What follows belongs to an exercise in optimizing a design on an open flow for small area, a short achievable clock period and few clock cycles; a production flow would make more cautious choices. Function was not checked in any run shown here: the RTL went through the layout flow alone. No activity file was given, so power comes from the tool's default toggle rates.

==> flow/design.v <==
`default_nettype none
module swt_front #(
	parameter int NUM_TIMERS = 32
) (
	input  wire logic         clk,
	input  wire logic         arst_n,
	input  wire logic         push,
	output      logic         full,
	input  wire logic [1:0]   mode,
	input  wire logic [4:0]   timer_id,
	input  wire logic [15:0]  deadline,
	input  wire logic [7:0]   payload,
	input  wire logic         cmd_take,
	output      logic         cmd_valid,
	output      logic [1:0]   cmd_op,
	output      logic [NUM_TIMERS-1:0] cmd_sel,
	output      logic [15:0]  cmd_deadline,
	output      logic [7:0]   cmd_payload
);
	logic        sk_v;
	logic [1:0]  sk_op;
	logic [4:0]  sk_id;
	logic [15:0] sk_dl;
	logic [7:0]  sk_pl;
	logic [4:0]  cmd_id;
	assign full         = sk_v;
	assign cmd_valid    = sk_v || (push && (mode != 2'd3));
	assign cmd_op       = sk_v ? sk_op : mode;
	assign cmd_id       = sk_v ? sk_id : timer_id;
	assign cmd_deadline = sk_v ? sk_dl : deadline;
	assign cmd_payload  = sk_v ? sk_pl : payload;
	always_comb begin
		for (int i = 0; i < NUM_TIMERS; i++) begin
			cmd_sel[i] = (cmd_id == 5'(i));
		end
	end
	always_ff @(posedge clk) begin
		if (!sk_v) begin
			sk_op <= mode;
			sk_id <= timer_id;
			sk_dl <= deadline;
			sk_pl <= payload;
		end
	end
	always_ff @(posedge clk or negedge arst_n) begin
		if (!arst_n) begin
			sk_v <= 1'b0;
		end else begin
			sk_v <= cmd_valid && !cmd_take;
		end
	end
endmodule
`default_nettype wire
`default_nettype none
module swt_res_fifo (
	input  wire logic         clk,
	input  wire logic         arst_n,
	input  wire logic         res_push,
	input  wire logic [4:0]   res_id,
	input  wire logic [7:0]   res_payload,
	input  wire logic         res_last,
	output      logic         res_full,
	input  wire logic         pop,
	output      logic         empty,
	output      logic [4:0]   out_id,
	output      logic [7:0]   out_payload,
	output      logic         out_last
);
	logic o_v;
	assign empty    = !o_v;
	assign res_full = o_v && !pop;
	always_ff @(posedge clk) begin
		if (!res_full) begin
			out_id      <= res_id;
			out_payload <= res_payload;
			out_last    <= res_last;
		end
	end
	always_ff @(posedge clk or negedge arst_n) begin
		if (!arst_n) begin
			o_v <= 1'b0;
		end else if (!res_full) begin
			o_v <= res_push;
		end
	end
endmodule
`default_nettype wire
`default_nettype none
module swt_back #(
	parameter int NUM_TIMERS = 32
) (
	input  wire logic         clk,
	input  wire logic         arst_n,
	input  wire logic         cmd_valid,
	input  wire logic [1:0]   cmd_op,
	input  wire logic [NUM_TIMERS-1:0] cmd_sel,
	input  wire logic [15:0]  cmd_deadline,
	input  wire logic [7:0]   cmd_payload,
	output      logic         cmd_take,
	input  wire logic         res_full,
	output      logic         res_push,
	output      logic [4:0]   res_id,
	output      logic [7:0]   res_payload,
	output      logic         res_last
);
	localparam logic [1:0] OP_TICK   = 2'd0;
	localparam logic [1:0] OP_ARM    = 2'd1;
	localparam logic [1:0] OP_CANCEL = 2'd2;
	logic [15:0]           nxt2_q;
	logic [NUM_TIMERS-1:0] active_q;
	logic [NUM_TIMERS-1:0] match_q;
	logic [NUM_TIMERS-1:0] rest_q;
	logic [NUM_TIMERS-1:0] pend2_q;
	logic [NUM_TIMERS-1:0] sel_q;
	logic                  p1v_q;
	logic                  p2v_q;
	logic                  selv_q;
	logic                  last_q;
	logic [15:0]           dl_mem [0:NUM_TIMERS-1];
	logic [7:0]            pl_mem [0:NUM_TIMERS-1];
	logic [NUM_TIMERS-1:0] hit2;
	logic [NUM_TIMERS-1:0] fire;
	logic [NUM_TIMERS-1:0] we;
	logic                  any_fire;
	logic                  p1_free;
	logic                  adv;
	logic                  is_tick;
	logic                  is_arm;
	logic                  is_cancel;
	logic                  tick_go;
	logic                  arm_go;
	logic [NUM_TIMERS-1:0] busy;
	logic                  cmd_due;
	function automatic logic [NUM_TIMERS-1:0] lowest(input logic [NUM_TIMERS-1:0] v);
		logic [NUM_TIMERS-1:0] p;
		p = v;
		for (int s = 1; s < NUM_TIMERS; s = s * 2) begin
			p = p | (p << s);
		end
		lowest = v & ~(p << 1);
	endfunction
	function automatic logic [NUM_TIMERS-1:0] above(input logic [NUM_TIMERS-1:0] v);
		logic [NUM_TIMERS-1:0] p;
		p = v;
		for (int s = 1; s < NUM_TIMERS; s = s * 2) begin
			p = p | (p << s);
		end
		above = v & (p << 1);
	endfunction
	function automatic logic single(input logic [NUM_TIMERS-1:0] v);
		logic [NUM_TIMERS-1:0] a;
		logic [NUM_TIMERS-1:0] m;
		a = v;
		m = '0;
		for (int w = 1; w < NUM_TIMERS; w = w * 2) begin
			for (int i = 0; i + w < NUM_TIMERS; i = i + 2 * w) begin
				m[i] = m[i] || m[i + w] || (a[i] && a[i + w]);
				a[i] = a[i] || a[i + w];
			end
		end
		single = !m[0];
	endfunction
	assign is_tick   = cmd_valid && (cmd_op == OP_TICK);
	assign is_arm    = cmd_valid && (cmd_op == OP_ARM);
	assign is_cancel = cmd_valid && (cmd_op == OP_CANCEL);
	assign res_push  = selv_q && !res_full;
	assign p1_free   = !p1v_q || (res_push && last_q);
	assign adv       = res_push || !selv_q;
	assign tick_go   = is_tick && (!p2v_q || p1_free);
	assign busy      = sel_q | rest_q | pend2_q;
	assign arm_go    = is_arm && !(|(busy & cmd_sel));
	assign cmd_due   = (cmd_deadline < nxt2_q) || (nxt2_q == 16'd0);
	assign cmd_take  = tick_go || arm_go || is_cancel;
	assign we        = (is_arm ? cmd_sel : '0) & ~busy;
	assign fire      = tick_go ? (active_q & match_q) : '0;
	assign any_fire  = tick_go && (|(active_q & match_q));
	always_comb begin
		for (int i = 0; i < NUM_TIMERS; i++) begin
			hit2[i] = (dl_mem[i] == nxt2_q);
		end
	end
	always_comb begin
		res_id      = '0;
		res_payload = '0;
		for (int i = 0; i < NUM_TIMERS; i++) begin
			if (sel_q[i]) begin
				res_id      = res_id | 5'(i);
				res_payload = res_payload | pl_mem[i];
			end
		end
		res_last = last_q;
	end
	always_ff @(posedge clk) begin
		for (int i = 0; i < NUM_TIMERS; i++) begin
			if (we[i]) begin
				dl_mem[i] <= cmd_deadline;
				pl_mem[i] <= cmd_payload;
				match_q[i] <= cmd_due;
			end else if (tick_go) begin
				match_q[i] <= hit2[i];
			end
		end
	end
	always_ff @(posedge clk or negedge arst_n) begin
		if (!arst_n) begin
			nxt2_q   <= 16'd2;
			active_q <= '0;
			rest_q   <= '0;
			pend2_q  <= '0;
			sel_q    <= '0;
			p1v_q    <= 1'b0;
			p2v_q    <= 1'b0;
			selv_q   <= 1'b0;
			last_q   <= 1'b0;
		end else begin
			if (tick_go) begin
				nxt2_q <= nxt2_q + 1'b1;
			end
			for (int i = 0; i < NUM_TIMERS; i++) begin
				if (we[i]) begin
					active_q[i] <= 1'b1;
				end else if (is_cancel && cmd_sel[i]) begin
					active_q[i] <= 1'b0;
				end else if (fire[i]) begin
					active_q[i] <= 1'b0;
				end
			end
			if (p1_free) begin
				sel_q   <= '0;
				rest_q  <= p2v_q ? pend2_q : fire;
				selv_q  <= 1'b0;
				p1v_q   <= p2v_q || any_fire;
				pend2_q <= p2v_q ? fire : '0;
				p2v_q   <= p2v_q && any_fire;
			end else begin
				if (adv) begin
					sel_q  <= lowest(rest_q);
					rest_q <= above(rest_q);
					last_q <= single(rest_q);
					selv_q <= 1'b1;
				end
				pend2_q <= pend2_q | fire;
				p2v_q   <= p2v_q || any_fire;
			end
		end
	end
endmodule
`default_nettype wire
`default_nettype none
module software_timer_expiry_scan #(
	parameter int NUM_TIMERS = 32
) (
	input  wire logic         clk,
	input  wire logic         arst_n,
	input  wire logic         push,
	output      logic         full,
	input  wire logic [1:0]   mode,
	input  wire logic [4:0]   timer_id,
	input  wire logic [15:0]  deadline,
	input  wire logic [7:0]   payload,
	output      logic         empty,
	input  wire logic         pop,
	output      logic [4:0]   fired_timer,
	output      logic [7:0]   fired_payload,
	output      logic         last
);
	logic [1:0]  cmd_op;
	logic [NUM_TIMERS-1:0] cmd_sel;
	logic [15:0] cmd_deadline;
	logic [7:0]  cmd_payload;
	logic        cmd_valid;
	logic        cmd_take;
	logic [4:0]  res_id;
	logic [7:0]  res_payload;
	logic        res_last;
	logic        res_push;
	logic        res_full;
	swt_front #(
		.NUM_TIMERS(NUM_TIMERS)
	) u_front (
		.clk          (clk),
		.arst_n       (arst_n),
		.push         (push),
		.full         (full),
		.mode         (mode),
		.timer_id     (timer_id),
		.deadline     (deadline),
		.payload      (payload),
		.cmd_take     (cmd_take),
		.cmd_valid    (cmd_valid),
		.cmd_op       (cmd_op),
		.cmd_sel      (cmd_sel),
		.cmd_deadline (cmd_deadline),
		.cmd_payload  (cmd_payload)
	);
	swt_back #(
		.NUM_TIMERS(NUM_TIMERS)
	) u_back (
		.clk          (clk),
		.arst_n       (arst_n),
		.cmd_valid    (cmd_valid),
		.cmd_op       (cmd_op),
		.cmd_sel      (cmd_sel),
		.cmd_deadline (cmd_deadline),
		.cmd_payload  (cmd_payload),
		.cmd_take     (cmd_take),
		.res_full     (res_full),
		.res_push     (res_push),
		.res_id       (res_id),
		.res_payload  (res_payload),
		.res_last     (res_last)
	);
	swt_res_fifo u_res_fifo (
		.clk         (clk),
		.arst_n      (arst_n),
		.res_push    (res_push),
		.res_id      (res_id),
		.res_payload (res_payload),
		.res_last    (res_last),
		.res_full    (res_full),
		.pop         (pop),
		.empty       (empty),
		.out_id      (fired_timer),
		.out_payload (fired_payload),
		.out_last    (last)
	);
endmodule
`default_nettype wire
==> flow/flow/run.sh <==
#!/bin/bash
# Layout flow: the standard flow (standard synthesis, ORFS place, CTS,
# route) with two changes: the port buffers are plain buf_4 cells instead of
# ORFS's default pick (a slow delay cell), and CTS inserts no dummy loads.
# Each tool's output goes to standard.log in this folder (and ORFS's own logs
# under orfs/logs).
set -o pipefail
export BUFFER_PORTS_ARGS="-buffer_cell sky130_fd_sc_hd__buf_4"
export CTS_ARGS="-sink_clustering_enable -repair_clock_nets -sink_clustering_size 24 -sink_clustering_max_diameter 80 -dont_use_dummy_load"
bash standard.sh > standard.log 2>&1
==> flow/constraint.sdc <==
create_clock -name core_clock -period 6.0 [get_ports {clk}]
set_input_delay 1.2000 -clock core_clock [delete_from_list [all_inputs] [get_ports {clk}]]
set_output_delay 1.2000 -clock core_clock [all_outputs]
set_load 0.01 [all_outputs]
==> flow/standard.sh <==
#!/bin/bash
# synth_recipe.tcl (not shown) runs the flow's synth.tcl, then flattens the netlist and writes it again
# the make line also repeats each setting of config.mk as NAME=value (left out here)
make -C /OpenROAD-flow-scripts/flow DESIGN_CONFIG=/design/flow/config.mk WORK_HOME=/design/flow/orfs CLKGATE_MAP_FILE= SYNTH_SCRIPT=/design/flow/synth_recipe.tcl "${@:-finish}"
==> flow/config.mk <==
export PLATFORM = sky130hd
export DESIGN_NAME = software_timer_expiry_scan
export DESIGN_NICKNAME = software_timer_expiry_scan
export VERILOG_FILES = /design/flow/design.v
export SDC_FILE = /design/flow/constraint.sdc
export NUM_CORES = 4
export LEC_CHECK = 0
export ABC_CLOCK_PERIOD_IN_PS = 2600
export CAP_MARGIN = 20
export CORE_MARGIN = 2
export CORE_UTILIZATION = 40
export CTS_CLUSTER_DIAMETER = 80
export CTS_CLUSTER_SIZE = 24
export SETUP_SLACK_MARGIN = 3.4
export SLEW_MARGIN = 20
export TNS_END_PERCENT = 5
==> results.toml, run 1 <==
[outcome]
outcome = "timing/DRC/antenna clean"

[logic_synthesis]
syn_area_per_cell_um2 = 14.3
synthXorXnorAreaFrac = 0.110
yosys-mux-area-fraction = 0.0140
yosys_warnings = 5
synth_fa_ha_area_frac = 0.00532
netlist-cell-type-count = 78
mappedNetlistNets = 2983
async_flop_share = 0.151
syn-instance-count = 2931
yosysSeqAreaShare = 0.688
yosys_register_bits = 995
synth_top_family_by_area = "XOR/XNOR gates"
synth_edf_count = 814
synth_compound_area_frac = 0.0726
yosys.area_share.simple = 0.0884
syn_area_um2 = 41900
synth_ff_type = "edfxtp_1"

[clock_network]
cts_hold_buf = 0
cts_tree = "done"
clock_latency_ps = 670
numCtsBuffers = 50
cts.clk_slew.worst_paths_ps = 100
clock_path_buffers = 3
root_buffer = "clkbuf_16"
htreeDepth = 2
cts_sinks = 995

[global_route]
grt_max_degree = 61
grt-ovfl-total = 0
grt_usage = 0.244
first_global_vias = 25281
antenna_found_initial = 3
grt_pass1_wl_mm = 188

[flow_run]
drv_cap = 0

[sta]
finalMaxSlewViolations = 0
clock_skew_ps = 99.8
slew_headroom = 0.283
setup_tns_ps = 0
setup_viol = 0
timing.fmax_ghz = 0.340
period_share = 0.491
fin_crit_ps = 2950
final_hold_viol_count = 0
rsz0062_at_grt = "true"
worst_pin_slew_ps = 1070
timing.final.ws_setup_ps = 3050

[worst_setup_path]
worstPathRequired_ps = 6280
path_class = "reg2reg"
crit_path_start_kind = "register"
crit_fanout = 24
critPathCaptureType = "register"
crit_arrival_ps = 3220

[power]
p_per_area_nw_per_um2 = 364
p_leak_nw = 16.5
ir_drop_uv = 287

[route]
ant_nets = 0
viasPerCell = 5.98
wl_per_cell_um = 30.4
drtIter0Drc = 3519
finalWirelength_mm = 134
first_pass_iters = 5
remaining_drc_errors = 0
dr_total_vias = 26315

[cells_and_area]
num-fill-cells = 9218
final_net_count = 3072
seqCellArea_um2 = 28800
drive_gt1_frac = 0.143
synthToLayoutAreaGrowth_pct = 11.9
multiInputGateArea_um2 = 12800

[die]
dieArea_um2 = 107000
ios = 51
die_x_um = 328
die_h_um = 328
num_rows = 118
core_um2 = 104000
start_util = 0.404

[placement]
dp_slack_ps = 1950
portBuffers = 50
dp_hpwl_mm = 75.9
place_congestion = 0.936

[min_path]
hold_class = "in2async"
-- critical path, cell delays in order (launching register included) --
cell and delay, ps:
dfrtp_1 700, nor3_1 1000, nand3_1 430, inv_4 450
-- path summary, 6_finish.rpt --
check	start	endpoint	slack (ps)	cells after the start
setup / recovery	u_back.sel_q[23]	u_back.dl_mem[23][4]	3050	3
hold / removal	arst_n	u_back.sel_q[10]	480	1
setup reg to reg	u_back.sel_q[23]	u_back.dl_mem[23][4]	3050	3
hold reg to reg	u_back.active_q[26]	u_back.active_q[26]	480	1
max in group asynchronous	arst_n	u_back.pend2_q[30]	4270	2
min in group core_clock	u_back.active_q[26]	u_back.active_q[26]	480	1
-- final cells by class --
type	count	share of cell area
multi-input combinational	1724	0.273
timing repair inverter	2	0.000320
clock buffer	50	0.0267
timing repair buffer	211	0.0443
sequential	995	0.615
antenna	1	0.0000534
tap	1380	0.0368
inverter	36	0.00334
-- cells in the final DEF (no fill, tap or decap), types with 36 or more instances in the layout --
cell       Yosys  routed
nor4_1       126     124
o21ai_0       95      87
nand3_1       42      39
nand4_1       91      91
xor2_1       401     401
a22oi_1      105     104
nor3_1        72      69
nand2_1      186     183
nor2_1        39      36
buf_4          1     155
xnor2_1      127     127
a21oi_1       72      68
edfxtp_1     814     814
dfrtp_1      149     132
clkbuf_16      0      53
-- flip-flops by register name, indices dropped and copies added, names as in the netlist --
name                    count
u_back.last_q               1
u_front.sk_op               2
u_back.dl_mem             512
u_front.sk_dl              16
u_back.p1v_q                1
u_res_fifo.out_payload      8
u_res_fifo.o_v              1
u_back.active_q            32
u_front.sk_pl               8
u_back.rest_q              32
u_back.sel_q               32
u_res_fifo.out_last         1
u_res_fifo.out_id           5
u_back.selv_q               1
u_back.p2v_q                1
u_back.pl_mem             256
u_back.nxt2_q              16
u_front.sk_v                1
u_front.sk_id               5
u_back.pend2_q             32
u_back.match_q             32
-- where the power goes --
part	leakage [nW]	switching, mW	total, mW	internal, mW
registers	9.66	0.364	8.84	8.47
clock network	0.616	2.10	3.58	1.49
logic	6.18	3.18	4.66	1.48
total	16.5	5.64	17.1	11.4
-- cell usage after synthesis (all sizes together) (8+ instances only) --
| cell | instances | share of area |
|---|---|---|
| o21ai | 97 | 0.012 |
| a21o | 12 | 0.0022 |
| mux2 | 28 | 0.0075 |
| buf | 58 | 0.0067 |
| o22ai | 16 | 0.0024 |
| dfxtp | 31 | 0.015 |
| dfrtp | 149 | 0.089 |
| a31o | 20 | 0.0042 |
| inv | 36 | 0.0032 |
| nand3 | 42 | 0.0050 |
| nor2b | 8 | 0.0012 |
| a32o | 25 | 0.0060 |
| nor2 | 42 | 0.0041 |
| and3 | 25 | 0.0037 |
| mux2i | 26 | 0.0065 |
| nor3 | 72 | 0.0086 |
| or3 | 10 | 0.0015 |
| a22o | 26 | 0.0054 |
| nor4 | 131 | 0.021 |
| a21oi | 72 | 0.0086 |
| ha | 17 | 0.0051 |
| nand2 | 186 | 0.017 |
| nand2b | 33 | 0.0049 |
| a221oi | 20 | 0.0043 |
| a22oi | 107 | 0.020 |
| nand4 | 91 | 0.014 |
| edfxtp | 814 | 0.58 |
| or4 | 16 | 0.0029 |
| clkbuf | 127 | 0.011 |
| xor2 | 401 | 0.084 |
| xnor2 | 127 | 0.027 |
-- cell families after synthesis --
| family | count (synthesis) |
|---|---|
| muxes | 54 |
| adders and majority gates | 18 |
| and+or+nand+nor | 682 |
| buffers and inverters | 221 |
| xor gates and xnor gates | 528 |
| DFF | 995 |
| AOI/OAI and AO/OA | 433 |
-- layer usage --
layer / vias up / global-route usage / part of all wire
met5: - / 0 / 0.000097
met4: 2 / 0.0763 / 0.036
met3: 233 / 0.0389 / 0.081
met2: 1301 / 0.386 / 0.46
met1: 13665 / 0.346 / 0.42
li1: 11114 / - / -
-- through the flow --
step	hold WS, ps	util	instances	power (mW)	instance area (um2)
final	481	0.452	4399	17.1	46900
after floorplan	447	-	2931	11.1	42000
after detailed placement	464	0.425	4260	12.8	44000
after global placement	461	0.424	4259	12.7	44000
after CTS	483	0.449	4386	17.0	46600
after global routing	499	0.452	4398	17.6	46900
-- timing repair --
action | CTS | global route
pin swaps | 14 | 5
gates cloned | 15 | 4
endpoints found under the setup margin | 883 | 743
setup buffers | 61 | 8
gates resized for setup | 130 | 51
==> run 2, diff against run 1 <==
--- a/flow/config.mk
+++ b/flow/config.mk
@@ -12,5 +12,5 @@
 export CTS_CLUSTER_DIAMETER = 80
 export CTS_CLUSTER_SIZE = 24
-export SETUP_SLACK_MARGIN = 3.4
+export SETUP_SLACK_MARGIN = 3.5
 export SLEW_MARGIN = 20
-export TNS_END_PERCENT = 5
+export TNS_END_PERCENT = 20
==> results.toml, run 2 <==
[worst_setup_path]
path_class = "reg2reg"
worstPathRequired_ps = 6350
critPathCaptureType = "register"
crit_arrival_ps = 3220
r2r_cells = 7
crit_path_start_kind = "register"
crit_fanout = 20

[global_route]
grt_pass1_wl_mm = 198
grt_max_degree = 101
grt-ovfl-total = 0
antenna_found_initial = 7
grt_usage = 0.260
first_global_vias = 26208

[die]
ios = 51
die_h_um = 328
core_um2 = 104000
num_rows = 118
die_x_um = 328
start_util = 0.404
dieArea_um2 = 107000

[sta]
finalMaxSlewViolations = 0
rsz0062_at_grt = "true"
clock_skew_ps = 75.2
period_share = 0.478
worst_pin_slew_ps = 1060
fin_crit_ps = 2870
setup_tns_ps = 0
final_hold_viol_count = 0
whs_ps = 479
slew_headroom = 0.288
timing.final.ws_setup_ps = 3130
timing.fmax_ghz = 0.349
setup_viol = 0

[logic_synthesis]
syn_area_per_cell_um2 = 14.3
synth_ff_type = "edfxtp_1"
yosysSeqAreaShare = 0.688
synth_top_area_share = 0.583
netlist-cell-type-count = 78
yosys_warnings = 5
mappedNetlistNets = 2983
synth_edf_count = 814
syn_area_um2 = 41900
synth_top_area_cell = "edfxtp_1"
synth_area_leaders = "edfxtp_1, dfrtp_1, xor2_1, xnor2_1, nor4_1"
async_flop_share = 0.151
syn-instance-count = 2931
yosys_register_bits = 995
synth.most_common_cell = "edfxtp_1"
synthTopCellsByCount = "edfxtp_1, xor2_1, nand2_1"

[cells_and_area]
largest_reg_flops = 512
largest_register = "u_back.dl_mem"
final_cell_mix = "edfxtp_1, xor2_1, nand2_1"
final_net_count = 3131
drive_gt1_frac = 0.171
layout_commonest_cell = "edfxtp_1"
reg.largest.list = "u_back.dl_mem x512, u_back.pl_mem x256"
finalInstanceArea_um2 = 48400
synthToLayoutAreaGrowth_pct = 15.6

[clock_network]
clock_path_buffers = 3
numCtsBuffers = 51
cts_hold_buf = 0
cts_sinks = 995
cts.clk_slew.worst_paths_ps = 70
htreeDepth = 2
root_buffer = "clkbuf_16"
cts_tree = "done"
clock_latency_ps = 670

[route]
dr_total_vias = 27438
first_pass_iters = 6
ant_nets = 0
finalWirelength_mm = 145
wl_per_cell_um = 32.4
viasPerCell = 6.15
drtIter0Drc = 4406
remaining_drc_errors = 0

[power]
ir_drop_uv = 424
switching_share = 0.335
power.switching_mw = 5.86
p_int_mw = 11.6
p_per_area_nw_per_um2 = 361
p_leak_nw = 17.0
sequentialPowerShare = 0.510
clock_power_share = 0.207
combPwrFrac = 0.283

[placement]
placed_area_um2 = 43900
dp_slack_ps = 1540
dp_hpwl_mm = 75.4
place_congestion = 0.907
portBuffers = 50

[outcome]
outcome = "timing/DRC/antenna clean"

[min_path]
hold_class = "reg2reg"
holdPathStages = 1

[flow_run]
drv_cap = 0
run 2: cell types whose count changed in the layout (fill, tap and decap cells not counted), moves of 7 or more:
cell / previous run / this run
and3_4: 18 / 32
buf_12: 15 / 52
clkbuf_16: 53 / 60
nor3_1: 69 / 59
nor4_1: 124 / 117
nor4_2: 2 / 10
run 2: timing repair:
action / CTS / global route
buffers inserted: 82 / 40
gates cloned: 36 / 14
setup endpoints to repair: 1000 / 875
resized for setup: 178 / 93
pin swaps: 36 / 18
run 2: per-stage QoR:
step / std cells / total power, mW / utilization
after floorplan: 2931 / 11.1 / -
after global placement: 4233 / 12.7 / 0.423
after detailed placement: 4234 / 12.8 / 0.424
after CTS: 4403 / 17.2 / 0.456
after global routing: 4457 / 18.0 / 0.467
final: 4459 / 17.5 / 0.467
run 2: final cells by class:
cell class	count	area (um2)
inverters	36	158
fillers	9001	55200
repair buffers	249	3000
repair inverters	4	30.0
diodes	2	5.00
well taps	1380	1730
flip-flops and latches	995	28900
clock buffers	51	1280
multi-input cells	1742	13400
run 2: metal layers:
layer / global-route usage / share of wire
met2: 0.407 / 0.45
met5: 0 / 0.00015
met1: 0.362 / 0.40
met3: 0.0400 / 0.10
met4: 0.115 / 0.051
run 2: final timing paths:
kind                                     start             endpoint  slack (ps)
setup reg to reg             u_back.nxt2_q[15]   u_back.match_q[10]        3130
hold reg to reg            u_back.active_q[10]  u_back.active_q[10]         480
setup / recovery             u_back.nxt2_q[15]   u_back.match_q[10]        3130
hold / removal             u_back.active_q[10]  u_back.active_q[10]         480
min in group asynchronous               arst_n    u_back.rest_q[24]         690
max in group asynchronous               arst_n      u_back.sel_q[3]        4050
run 2: power by group through the flow:
stage	Sequential, mW	Combinational [mW]	Clock [mW]
2_1_floorplan	8.77	2.36	0
3_3_place_gp	9.04	3.65	0
3_5_place_dp	9.05	3.72	0
4_1_cts	8.91	4.61	3.65
5_1_grt	8.94	5.16	3.87
6_report	8.91	4.94	3.62
run 2: cells by family after synthesis:
| family | after synthesis | synth area share |
|---|---|---|
| buf+inv | 221 | 0.0213 |
| simple gates | 682 | 0.0884 |
| mux | 54 | 0.0140 |
| fa+ha+maj | 18 | 0.00532 |
| flops | 995 | 0.688 |
| compound gates | 433 | 0.0726 |
| xor+xnor | 528 | 0.110 |
run 2: worst max-delay path, stage by stage, from the launching register on:
cell,delay (ps)
dfrtp_2,1010
inv_1,300
ha_4,360
nand4_1,160
nor2_1,210
o21a_4,240
o21a_4,220
mux2i_1,110

-- re-timing with driven ports --
How much do the figures lean on ideal ports? The routed layouts below were timed once more, with nothing changed but the port constraints. Step 1, drivers: a clkbuf_16 drives clk and a buf_2 each remaining input, both assumed. Step 2 adds t to the input delays and takes it off the output delays; t is the mean of the earliest and latest rising clock arrival at the registers after step 1. Input paths then give back, and output paths get back, about the clock's delay inside the block. Slacks: no drivers / after step 1 / after step 2; pairs: no drivers / after step 1.
run | shift t [ns] | setup slack, ns | clock arrival spread, ns
run 1 | 0.680 | 3.055 / 3.055 / 2.504 | 0.103 / 0.102
run 2 | 0.701 | 3.132 / 3.132 / 2.525 | 0.075 / 0.075
After both steps every run listed still meets setup and hold. The setup slack of run 2, which loses most, moves by 0.000 ns with the drivers and by -0.607 ns with both steps.
